What follows belongs to an exercise in optimizing a design on an open flow for small area, a short achievable clock period and few clock cycles; a production flow would make more cautious choices.
Only simulation tests tie the RTL to the original design; equivalence was not proved.
Power is estimated from default activity; no workload was simulated.

==> flow/design.v <==
package lbcjd_pkg;
	localparam int CORES       = 4;
	localparam int QUEUE_DEPTH = 4;
	localparam int NGROUPS     = 3;
	localparam int NCORE_ALL   = NGROUPS * CORES;
	localparam int NENT        = NCORE_ALL * QUEUE_DEPTH;
	localparam int CW   = $clog2(NCORE_ALL);
	localparam int LW   = (CORES > 1) ? $clog2(CORES) : 1;
	localparam int NW   = 3;
	localparam int QW   = (QUEUE_DEPTH > 1) ? $clog2(QUEUE_DEPTH) : 1;
	localparam int CNTW = $clog2(QUEUE_DEPTH + 1);
	localparam int AW   = $clog2(NENT);
	localparam int GW   = 2;
	localparam int FQ_DEPTH = 2;
	localparam int FQ_AW    = 1;
	localparam logic [2:0] NO_CORE = 3'd4;
	localparam logic [1:0] REG_HOST  = 2'd0;
	localparam logic [1:0] REG_CACHE = 2'd1;
	localparam logic [1:0] REG_TRANS = 2'd2;
	typedef enum logic [1:0] {
		OP_SUBMIT  = 2'd0,
		OP_ACCOUNT = 2'd1,
		OP_TICK    = 2'd2,
		OP_CLEAR   = 2'd3
	} op_t;
	typedef enum logic [1:0] {
		K_DONE    = 2'd0,
		K_QUEUED  = 2'd1,
		K_LATENCY = 2'd2,
		K_CLEARED = 2'd3
	} kind_t;
	typedef struct packed {
		op_t          op;
		logic [1:0]   grp;
		logic [NW-1:0] ncores;
		logic [31:0]  lat;
		logic [31:0]  dly;
		logic [15:0]  tag;
	} cmd_t;
	typedef struct packed {
		kind_t        kind;
		logic [1:0]   grp;
		logic [2:0]   core;
		logic [15:0]  tag;
		logic [31:0]  lat;
		logic [63:0]  etime;
		logic         status;
		logic         last;
	} res_t;
	typedef struct packed {
		logic [15:0] tag;
		logic [31:0] lat;
		logic [31:0] dly;
		logic [63:0] sub;
	} ent_t;
endpackage
import lbcjd_pkg::*;
module lbcjd_front (
	input  logic                   clk,
	input  logic                   arst_n,
	input  logic                   req_valid,
	output logic                   req_ready,
	input  logic [1:0]             operation,
	input  logic [1:0]             group,
	input  logic [31:0]            job_latency,
	input  logic [31:0]            start_delay,
	input  logic [15:0]            job_tag,
	input  logic [NGROUPS-1:0][2:0] cfg_cores,
	output logic                   cmd_valid,
	output lbcjd_pkg::cmd_t                   cmd,
	input  logic                   cmd_pop
);
	logic [86:0]       fifo_q [FQ_DEPTH];
	logic [FQ_AW-1:0]  wp_q;
	logic [FQ_AW-1:0]  rp_q;
	logic [FQ_AW:0]    cnt_q;
	logic [2:0]        raw_n;
	logic [NW-1:0]     n_sat;
	lbcjd_pkg::cmd_t              in_cmd;
	logic              push;
	logic              pop;
	always_comb begin
		case (group)
			REG_HOST:  raw_n = cfg_cores[0];
			REG_CACHE: raw_n = cfg_cores[1];
			REG_TRANS: raw_n = cfg_cores[2];
			default:   raw_n = 3'd0;
		endcase
		n_sat = (raw_n > 3'(CORES)) ? NW'(CORES) : NW'(raw_n);
	end
	assign in_cmd = {operation, group, n_sat, job_latency, start_delay, job_tag};
	assign req_ready = (cnt_q != (FQ_AW + 1)'(FQ_DEPTH));
	assign push      = req_valid && req_ready;
	assign cmd_valid = (cnt_q != '0);
	assign pop       = cmd_pop && cmd_valid;
	assign cmd       = fifo_q[rp_q];
	always_ff @(posedge clk or negedge arst_n) begin
		if (!arst_n) begin
			wp_q  <= '0;
			rp_q  <= '0;
			cnt_q <= '0;
		end else begin
			if (push) wp_q <= wp_q + 1'b1;
			if (pop) rp_q <= rp_q + 1'b1;
			if (push && !pop) cnt_q <= cnt_q + 1'b1;
			else if (pop && !push) cnt_q <= cnt_q - 1'b1;
		end
	end
	always_ff @(posedge clk) begin
		if (push) fifo_q[wp_q] <= in_cmd;
	end
endmodule
import lbcjd_pkg::*;
module lbcjd_back (
	input  logic clk,
	input  logic arst_n,
	input  logic cmd_valid,
	input  lbcjd_pkg::cmd_t cmd,
	output logic cmd_pop,
	output logic res_valid,
	output lbcjd_pkg::res_t res,
	input  logic res_ready
);
	typedef enum logic [8:0] {
		S_IDLE  = 9'b000000001,
		S_PICK  = 9'b000000010,
		S_PICK2 = 9'b000000100,
		S_ACT   = 9'b000001000,
		S_CHK   = 9'b000010000,
		S_RET   = 9'b000100000,
		S_ST1   = 9'b001000000,
		S_ST2   = 9'b010000000,
		S_FLUSH = 9'b100000000
	} state_t;
	state_t             state_q;
	logic [63:0]        time_q;
	logic [NCORE_ALL-1:0] active_q;
	logic [63:0]        busy_q [NCORE_ALL];
	logic [63:0]        fin_q  [NCORE_ALL];
	logic [CNTW-1:0]    cnt_q  [NCORE_ALL];
	logic [QW-1:0]      head_q [NCORE_ALL];
	lbcjd_pkg::cmd_t               cmd_q;
	logic [LW-1:0]      scan_i_q;
	logic [LW-1:0]      sel_q;
	logic               found_q;
	logic [63:0]        best_q;
	logic [CNTW-1:0]    qmin_q;
	logic [GW-1:0]      tg_q;
	logic [LW-1:0]      ti_q;
	lbcjd_pkg::res_t               pend_q;
	logic               pend_v_q;
	logic [64:0]        st_q;
	logic [31:0]        lat_q;
	logic [143:0]       mem_q [NENT];
	lbcjd_pkg::ent_t               rd_q;
	logic [CW-1:0]      base;
	logic [CW-1:0]      ci;
	logic               a_c;
	logic [63:0]        b_c;
	logic [63:0]        f_c;
	logic [CNTW-1:0]    cn;
	logic [QW-1:0]      hd;
	logic [QW-1:0]      hnext;
	logic [CNTW:0]      tsum;
	logic [QW-1:0]      tslot;
	logic               scan_last;
	logic               full;
	logic               due;
	logic               put_block;
	logic [32:0]        sum33;
	logic [64:0]        t65;
	logic [63:0]        fin_new;
	logic [64:0]        sd;
	logic [64:0]        st_next;
	logic [65:0]        f66;
	logic [63:0]        fin2;
	logic               mem_we;
	logic               mem_re;
	logic [AW-1:0]      wa;
	logic [AW-1:0]      ra;
	lbcjd_pkg::ent_t               wd;
	assign base = CW'(cmd_q.grp) * CW'(CORES);
	always_comb begin
		case (state_q)
			S_PICK, S_PICK2: ci = base + CW'(scan_i_q);
			S_ACT:           ci = base + CW'(sel_q);
			default:         ci = CW'(tg_q) * CW'(CORES) + CW'(ti_q);
		endcase
	end
	assign a_c   = active_q[ci];
	assign b_c   = busy_q[ci];
	assign f_c   = fin_q[ci];
	assign cn    = cnt_q[ci];
	assign hd    = head_q[ci];
	assign hnext = (hd == QW'(QUEUE_DEPTH - 1)) ? '0 : hd + 1'b1;
	assign tsum  = (CNTW + 1)'(hd) + (CNTW + 1)'(cn);
	assign tslot = (tsum >= (CNTW + 1)'(QUEUE_DEPTH)) ?
		QW'(tsum - (CNTW + 1)'(QUEUE_DEPTH)) : QW'(tsum);
	assign scan_last = (NW'(scan_i_q) == cmd_q.ncores - NW'(1));
	assign full      = (cn >= CNTW'(QUEUE_DEPTH));
	assign due       = a_c && (cn != '0) && (f_c <= time_q);
	assign put_block = pend_v_q && !res_ready;
	assign sum33   = {1'b0, cmd_q.lat} + {1'b0, cmd_q.dly};
	assign t65     = {1'b0, time_q} + 65'(sum33);
	assign fin_new = t65[64] ? '1 : t65[63:0];
	assign sd      = {1'b0, rd_q.sub} + 65'(rd_q.dly);
	assign st_next = (sd > {1'b0, time_q}) ? sd : {1'b0, time_q};
	assign f66     = {1'b0, st_q} + 66'(lat_q);
	assign fin2    = (f66[65:64] != 2'b00) ? '1 : f66[63:0];
	assign cmd_pop   = (state_q == S_IDLE) && cmd_valid;
	assign res_valid = pend_v_q && ((state_q == S_RET) || (state_q == S_FLUSH));
	always_comb begin
		res      = pend_q;
		res.last = (state_q == S_FLUSH);
	end
	assign mem_we = (state_q == S_ACT) && (cmd_q.op == OP_SUBMIT) && !full;
	assign wa     = AW'(ci) * AW'(QUEUE_DEPTH) + AW'(tslot);
	assign wd     = {cmd_q.tag, cmd_q.lat, cmd_q.dly, time_q};
	always_comb begin
		mem_re = 1'b0;
		ra     = AW'(ci) * AW'(QUEUE_DEPTH) + AW'(hd);
		if (state_q == S_CHK && tg_q != GW'(NGROUPS) && due) begin
			mem_re = 1'b1;
		end else if (state_q == S_RET && !put_block && cn > CNTW'(1)) begin
			mem_re = 1'b1;
			ra     = AW'(ci) * AW'(QUEUE_DEPTH) + AW'(hnext);
		end
	end
	always_ff @(posedge clk) begin
		if (mem_we) mem_q[wa] <= wd;
		if (mem_re) rd_q <= mem_q[ra];
	end
	always_ff @(posedge clk or negedge arst_n) begin
		if (!arst_n) begin
			state_q  <= S_IDLE;
			time_q   <= '0;
			active_q <= '0;
			for (int k = 0; k < NCORE_ALL; k++) begin
				busy_q[k] <= '0;
				fin_q[k]  <= '0;
				cnt_q[k]  <= '0;
				head_q[k] <= '0;
			end
			cmd_q    <= '0;
			scan_i_q <= '0;
			sel_q    <= '0;
			found_q  <= 1'b0;
			best_q   <= '0;
			qmin_q   <= '0;
			tg_q     <= '0;
			ti_q     <= '0;
			pend_q   <= '0;
			pend_v_q <= 1'b0;
			st_q     <= '0;
			lat_q    <= '0;
		end else begin
			case (state_q)
				S_IDLE: begin
					if (cmd_valid) begin
						cmd_q <= cmd;
						case (cmd.op)
							OP_CLEAR: begin
								for (int k = 0; k < NCORE_ALL; k++) busy_q[k] <= '0;
								pend_q <= {K_CLEARED, 2'b00, 3'b000, 16'h0000,
									32'h0, time_q, 1'b0, 1'b0};
								pend_v_q <= 1'b1;
								state_q  <= S_FLUSH;
							end
							OP_TICK: begin
								time_q  <= time_q + 64'd1;
								tg_q    <= '0;
								ti_q    <= '0;
								state_q <= S_CHK;
							end
							default: begin
								if (cmd.ncores == '0) begin
									pend_q <= {(cmd.op == OP_SUBMIT) ? K_DONE : K_LATENCY,
										cmd.grp, NO_CORE, cmd.tag, 32'h0,
										time_q, 1'b0, 1'b0};
									pend_v_q <= 1'b1;
									state_q  <= S_FLUSH;
								end else begin
									scan_i_q <= '0;
									found_q  <= 1'b0;
									state_q  <= S_PICK;
								end
							end
						endcase
					end
				end
				S_PICK: begin
					if (!a_c && (!found_q || b_c < best_q)) begin
						best_q  <= b_c;
						sel_q   <= scan_i_q;
						found_q <= 1'b1;
					end
					if (scan_last) begin
						scan_i_q <= '0;
						state_q  <= (found_q || !a_c) ? S_ACT : S_PICK2;
					end else begin
						scan_i_q <= scan_i_q + 1'b1;
					end
				end
				S_PICK2: begin
					if (scan_i_q == '0 || cn <= qmin_q) begin
						qmin_q <= cn;
						sel_q  <= scan_i_q;
					end
					if (scan_last) state_q <= S_ACT;
					else scan_i_q <= scan_i_q + 1'b1;
				end
				S_ACT: begin
					if (cmd_q.op == OP_ACCOUNT) begin
						busy_q[ci] <= b_c + 64'(cmd_q.lat);
						pend_q <= {K_LATENCY, cmd_q.grp, 3'(sel_q),
							cmd_q.tag, cmd_q.lat, time_q,
							1'b0, 1'b0};
					end else begin
						if (!full) begin
							cnt_q[ci] <= cn + 1'b1;
							if (!a_c) begin
								fin_q[ci]    <= fin_new;
								active_q[ci] <= 1'b1;
							end
						end
						pend_q <= {K_QUEUED, cmd_q.grp, 3'(sel_q),
							cmd_q.tag, cmd_q.lat, time_q,
							full, 1'b0};
					end
					pend_v_q <= 1'b1;
					state_q  <= S_FLUSH;
				end
				S_CHK: begin
					if (tg_q == GW'(NGROUPS)) begin
						state_q <= S_FLUSH;
					end else if (due) begin
						state_q <= S_RET;
					end else if (ti_q == LW'(CORES - 1)) begin
						ti_q <= '0;
						tg_q <= tg_q + 1'b1;
					end else begin
						ti_q <= ti_q + 1'b1;
					end
				end
				S_RET: begin
					if (!put_block) begin
						busy_q[ci] <= b_c + 64'(rd_q.lat);
						pend_q <= {K_DONE, tg_q, 3'(ti_q), rd_q.tag,
							rd_q.lat, time_q, 1'b0, 1'b0};
						pend_v_q     <= 1'b1;
						head_q[ci]   <= hnext;
						cnt_q[ci]    <= cn - 1'b1;
						active_q[ci] <= 1'b0;
						state_q      <= (cn > CNTW'(1)) ? S_ST1 : S_CHK;
					end
				end
				S_ST1: begin
					st_q    <= st_next;
					lat_q   <= rd_q.lat;
					state_q <= S_ST2;
				end
				S_ST2: begin
					fin_q[ci]    <= fin2;
					active_q[ci] <= 1'b1;
					state_q      <= S_CHK;
				end
				S_FLUSH: begin
					if (!pend_v_q) begin
						state_q <= S_IDLE;
					end else if (res_ready) begin
						pend_v_q <= 1'b0;
						state_q  <= S_IDLE;
					end
				end
				default: state_q <= S_IDLE;
			endcase
		end
	end
endmodule
import lbcjd_pkg::*;
module least_busy_core_job_dispatcher (
	input  logic        clk,
	input  logic        arst_n,
	input  logic        req_valid,
	output logic        req_ready,
	input  logic [1:0]  operation,
	input  logic [1:0]  group,
	input  logic [31:0] job_latency,
	input  logic [31:0] start_delay,
	input  logic [15:0] job_tag,
	output logic        rsp_valid,
	input  logic        rsp_ready,
	output logic [1:0]  kind,
	output logic [1:0]  group_out,
	output logic [2:0]  core,
	output logic [15:0] tag_out,
	output logic [31:0] latency_out,
	output logic [63:0] event_time,
	output logic        status,
	output logic        last,
	input  logic        psel,
	input  logic        penable,
	input  logic        pwrite,
	input  logic [3:0]  paddr,
	input  logic [31:0] pwdata,
	output logic [31:0] prdata,
	output logic        pready
);
	logic [NGROUPS-1:0][2:0] cfg_q;
	logic                    cmd_valid;
	lbcjd_pkg::cmd_t                    cmd;
	logic                    cmd_pop;
	logic                    res_valid;
	lbcjd_pkg::res_t                    res;
	logic                    out_free;
	logic                    out_valid_q;
	lbcjd_pkg::res_t                    out_q;
	logic                    cfg_we;
	assign pready = 1'b1;
	assign cfg_we = psel && penable && pwrite;
	always_ff @(posedge clk or negedge arst_n) begin
		if (!arst_n) begin
			cfg_q <= {NGROUPS{3'd1}};
		end else if (cfg_we) begin
			case (paddr[3:2])
				REG_HOST:  cfg_q[0] <= pwdata[2:0];
				REG_CACHE: cfg_q[1] <= pwdata[2:0];
				REG_TRANS: cfg_q[2] <= pwdata[2:0];
				default:   ;
			endcase
		end
	end
	always_comb begin
		case (paddr[3:2])
			REG_HOST:  prdata = {29'd0, cfg_q[0]};
			REG_CACHE: prdata = {29'd0, cfg_q[1]};
			REG_TRANS: prdata = {29'd0, cfg_q[2]};
			default:   prdata = '0;
		endcase
	end
	lbcjd_front u_front (
		.clk         (clk),
		.arst_n      (arst_n),
		.req_valid   (req_valid),
		.req_ready   (req_ready),
		.operation   (operation),
		.group       (group),
		.job_latency (job_latency),
		.start_delay (start_delay),
		.job_tag     (job_tag),
		.cfg_cores   (cfg_q),
		.cmd_valid   (cmd_valid),
		.cmd         (cmd),
		.cmd_pop     (cmd_pop)
	);
	lbcjd_back u_back (
		.clk       (clk),
		.arst_n    (arst_n),
		.cmd_valid (cmd_valid),
		.cmd       (cmd),
		.cmd_pop   (cmd_pop),
		.res_valid (res_valid),
		.res       (res),
		.res_ready (out_free)
	);
	assign out_free = !out_valid_q || rsp_ready;
	always_ff @(posedge clk or negedge arst_n) begin
		if (!arst_n) begin
			out_valid_q <= 1'b0;
			out_q       <= '0;
		end else if (out_free) begin
			out_valid_q <= res_valid;
			if (res_valid) out_q <= res;
		end
	end
	assign rsp_valid   = out_valid_q;
	assign kind        = out_q.kind;
	assign group_out   = out_q.grp;
	assign core        = out_q.core;
	assign tag_out     = out_q.tag;
	assign latency_out = out_q.lat;
	assign event_time  = out_q.etime;
	assign status      = out_q.status;
	assign last        = out_q.last;
endmodule
==> flow/run.sh <==
#!/bin/bash
# synth_recipe.tcl (not shown) runs the flow's synth.tcl, then flattens the netlist and writes it again
# the make line also repeats each setting of config.mk as NAME=value (left out here)
make -C /OpenROAD-flow-scripts/flow DESIGN_CONFIG=/design/flow/config.mk WORK_HOME=/design/flow/orfs CLKGATE_MAP_FILE= SYNTH_SCRIPT=/design/flow/synth_recipe.tcl finish
==> flow/config.mk <==
export PLATFORM = sky130hd
export DESIGN_NAME = least_busy_core_job_dispatcher
export DESIGN_NICKNAME = least_busy_core_job_dispatcher
export VERILOG_FILES = /design/flow/design.v
export SDC_FILE = /design/flow/constraint.sdc
export NUM_CORES = 4
export LEC_CHECK = 0
export CAP_MARGIN = 20
export CELL_PAD_IN_SITES_DETAIL_PLACEMENT = 1
export CELL_PAD_IN_SITES_GLOBAL_PLACEMENT = 2
export CORE_MARGIN = 2
export CORE_UTILIZATION = 25
export PLACE_DENSITY = 0.35
export SLEW_MARGIN = 20
export SYNTH_MEMORY_MAX_BITS = 16384
==> flow/constraint.sdc <==
create_clock -name core_clock -period 10.0 [get_ports {clk}]
set_input_delay 2.0000 -clock core_clock [delete_from_list [all_inputs] [get_ports {clk}]]
set_output_delay 2.0000 -clock core_clock [all_outputs]
set_load 0.01 [all_outputs]
==> flow_summary_export.csv <==
group,metric,value,unit
die,num_rows,452,
critical_path,critical_path_depth,25,
synth,synth_xor_area_frac,0.00713,
critical_path,path_buf_inv,9,
timing,fin_setup_tns,0,ns
timing,timing.fmax,108,MHz
routing,dr.pass1.iters,9,
critical_path,crit_path_end_kind,"register",
critical_path,crit_required,11.04,ns
routing,detailroute.via_count,252000,
synth,synth_sequential_area_ratio,0.717,
place,globalplace.congestion,0.764,
synth,syn_area,380000,um^2
clock_network,clock_sinks,9427,
routing,wl_met3,79600,um
pwr,ir_drop,573,uV
synth,synthArstFlopShare,0.233,
timing,fin_crit_sh,0.926,
place,portBuffers,221,
clock_network,path_clk_slew,0.06,ns
die,core-area,1510000,um^2
synth,yosysUniqueCellTypes,95,
critical_path,r2r_cells,25,
clock_network,htree_levels,7,
synth,synthesis.area_per_instance,14.0,um^2
timing,finalSetupViolations,0,
timing,final.min_clock_period,9.26,ns
critical_path,critPathKind,"register to register",
final_layout,utilization,0.301,
outcome,outcome,"complete, no violations",
critical_path,crit_slowest_cell,"a311oi_1",
synth,synth_top_family_by_area,"compound AO/OA/AOI/OAI gates",
critical_path,timing.rr.end,"u_back.rd_q[114]$_DFFE_PP_",
routing,highest_layer,"met5",
global_routing,grt_pass1_vias,258000,
timing,fin_ws,0.736,ns
routing,ant_nets,0,
synth,yosys_warnings,7,
critical_path,r2r_setup_slack,0.74,ns
global_routing,grt_pass1_wl,2570000,um
global_routing,grt_util_all_layers,0.250,
critical_path,path_common_cell,"buf_4",
timing,rsz0062_at_grt,"no",
pwr,p_leak,162,nW
final_layout,seq_area,272000,um^2
routing,drc,0,
final_layout,multiInputGateArea,101000,um^2
routing,wl_met2,916000,um
synth,synthAdderAreaFrac,0.0129,
routing,first_iter_violations,25300,
final_layout,synthToLayoutAreaGrowth,20.0,%
timing,final.setup_skew,0.137,ns
routing,wire_per_inst,39.7,um
critical_path,cp.arrival,10.30,ns
clock_network,insertion_delay,1.34,ns
min_path,hold_class,"register to register",
clock_network,root_buffer,"clkbuf_16",
clock_network,numCtsBuffers,1273,
synth,synthMuxAreaShare,0.0583,
critical_path,crit_fanout,18,
pwr,p_per_area,374,nW/um^2
global_routing,antenna_found_initial,335,
critical_path,critPathLaunchType,"register",
die,initial_core_util,0.251,
flow_run,maxCapViolCount,0,
critical_path,worstSetupEndpoint,"u_back.rd_q[114]$_DFFE_PP_",
synth,synth_seq_cells,9427,
critical_path,reg2reg_from,"u_back.state_q[7]$_DFFE_PN0P_",
routing,drt-vias-per-instance,5.08,
clock_network,cts_tree,"done",
die,die_h,1240,um
timing,worstMarginPinSlew,1.35,ns
synth,synth-simple-area-share,0.0838,
die,io-pin-count,283,
place,dpl-instance-area,417000,um^2
final_layout,mostFrequentLayoutCell,"edfxtp_1",
routing,wirelength,1960000,um
timing,slew_headroom,0.101,
place,detailedPlace.worstSlack,0.223,ns
synth,synth_edf_count,7230,
final_layout,finalNetCount,28800,
critical_path,critPathTopFamily,"simple AND/OR/NAND/NOR gates",
global_routing,grt-ovfl-total,0,
critical_path,crit_start,"u_back.state_q[7]$_DFFE_PN0P_",
synth,synthCells,27200,
clock_network,cts.path.max_buffers,6,
place,dp_hpwl,1220000,um
final_layout,final_layout_size_suffix_gt1_frac,0.155,
final_layout,final_area,456000,um^2
die,fp.dieArea,1530000,um^2
place,dpl.cell_count,47200,
clock_network,postCtsHoldBufs,0,
timing,final_max_slew_viol_count,0,
final_layout,fill_cells,159000,
critical_path,cpPeakStageDelay,0.74,ns
timing,hold_viol_final,0,
synth,synth_flop_cell,"edfxtp_1",
global_routing,grt_max_degree,117,
final_layout,most-common-layout-cells,"edfxtp_1 (7230), nand2_1 (5100), dfrtp_1 (2061), o21ai_0 (1355), clkbuf_16 (1306)",
routing,met1Wirelength,932000,um
die,die_x,1240,um
synth,synth-compound-area-share,0.0992,
final_layout,instances_no_fill,49500,
power breakdown:
part / internal (mW) / switching (mW) / total [mW]
clock network: 25.2 / 18.1 / 43.3
logic: 20.2 / 59.1 / 79.2
registers: 46.1 / 1.70 / 47.8
total: 91.5 / 78.9 / 170
cells by family after synthesis:
| logic type | count (synthesis) |
|---|---|
| and+or+nand+nor | 7664 |
| xor gates and xnor gates | 309 |
| buffers and inverters | 2066 |
| muxes | 1772 |
| other | 2 |
| DFF | 9427 |
| AOI/OAI and AO/OA | 5549 |
| adders and majority gates | 369 |
worst min path at each step:
stage / startpoint / to / slack (ns) / depth (start not counted)
floorplan: u_back.busy_q[0][45]$_DFFE_PN0P_ / u_back.busy_q[0][45]$_DFFE_PN0P_ / 0.44 / 2
global placement: u_back.busy_q[1][33]$_DFFE_PN0P_ / u_back.busy_q[1][33]$_DFFE_PN0P_ / 0.46 / 2
global route: u_back.fin_q[9][13]$_DFFE_PN0P_ / u_back.fin_q[9][13]$_DFFE_PN0P_ / 0.49 / 2
finish: u_back.lat_q[20]$_DFFE_PN0N_ / u_back.lat_q[20]$_DFFE_PN0N_ / 0.47 / 2
detailed placement: u_back.busy_q[1][33]$_DFFE_PN0P_ / u_back.busy_q[1][33]$_DFFE_PN0P_ / 0.47 / 2
CTS: u_back.busy_q[1][33]$_DFFE_PN0P_ / u_back.busy_q[1][33]$_DFFE_PN0P_ / 0.48 / 2
tightest hold or removal path, cell delays in order (launching register included):
cell and delay (ns):
dfrtp_1 0.34, nand2_1 0.05, nand2_1 0.05
stage by stage:
| step | hold slack (ns) | total power [mW] |
|---|---|---|
| after global routing | 0.489 | 178 |
| after detailed placement | 0.467 | 129 |
| after CTS | 0.479 | 173 |
| after floorplan | 0.441 | 84.8 |
| after global placement | 0.457 | 129 |
| final | 0.474 | 170 |
layout make-up:
class | instances | area share
Clock inverter | 437 | 0.00631
Tap cell | 20200 | 0.0555
Timing Repair Buffer | 1665 | 0.0395
Inverter | 231 | 0.00191
Sequential cell | 9427 | 0.598
Antenna cell | 96 | 0.000527
Multi-Input combinational cell | 15700 | 0.222
Clock buffer | 1741 | 0.0769
sequential cells by signal (all words and copies together) (netlist names), 9 cells and up, named ones only:
register,count
out_q,121
u_back.time_q,64
u_back.lat_q,32
u_back.fin_q,768
u_back.mem_q,6912
u_back.cnt_q,36
u_back.st_q,65
u_back.state_q,9
u_back.pend_q,120
cfg_q,9
u_back.busy_q,768
u_back.head_q,24
u_back.rd_q,144
u_back.best_q,64
u_back.cmd_q,87
u_front.fifo_q,174
Yosys cell counts (52+ instances only):
library cell  count  area share
edfxtp_1       7230        0.57
nand2_1        5141       0.051
dfrtp_1        2193        0.14
o21ai_0        1359       0.018
clkbuf_1       1295       0.013
nand3_1         880       0.012
nor2_1          869      0.0086
a21oi_1         850       0.011
mux2_2          755       0.022
mux2i_1         741       0.020
a31oi_1         548      0.0090
o221ai_1        393      0.0091
a221oi_1        371      0.0086
a311oi_1        340      0.0078
ha_1            333       0.011
a22oi_1         289      0.0057
mux4_2          276       0.016
a22o_1          269      0.0062
o22ai_1         255      0.0042
buf_2           249      0.0033
nand4_1         244      0.0040
xnor2_1         230      0.0053
inv_1           228      0.0023
buf_1           222      0.0022
a21o_1          177      0.0035
and3_1          150      0.0025
a222oi_1        112      0.0030
nor3_1          112      0.0015
xor2_1           79      0.0018
o31ai_1          68      0.0013
buf_4            65      0.0013
or3_1            55     0.00091
o41ai_1          52      0.0012
timing repair:
action | CTS | global route
setup buffers | 0 | 5
resized for setup | 0 | 1
endpoints found under the setup margin | 0 | 19
metal layers:
| layer | track usage | up-vias |
|---|---|---|
| li1 | - | 106000 |
| met5 | 0 | - |
| met2 | 0.408 | 6654 |
| met4 | 0.0439 | 12 |
| met1 | 0.363 | 137000 |
| met3 | 0.0252 | 1814 |
Testbench counts, summed over its fixed seeds: cycles 37,555.

re-timing with driven ports:
The flow's constraints put no driver on any port. The routed layout listed below was extracted and timed again, unchanged, in two steps.
Step 1 sets driving cells, clkbuf_16 on the clock port and buf_2 on the other inputs (assumed; they add their load-dependent delay and slew).
Step 2 adds t to the input delays and takes it off the output delays; t is the mean of the earliest and latest rising clock arrival at the registers after step 1. Input paths then give back, and output paths get back, about the clock's delay inside the block.
a / b / c = ideal ports / drivers / drivers and shift; a / b = the first two.
t (ns): 1.443
slack for setup (ns): 0.736 / 0.736 / 0.736
hold slack, ns: 0.474 / 0.474 / 0.474
slew at the worst register clock pin (ns): 0.06 / 0.06
After both steps setup and hold are still met in this run. For this run, drivers alone change the setup slack by 0.000 ns; drivers and shift together by 0.000 ns.
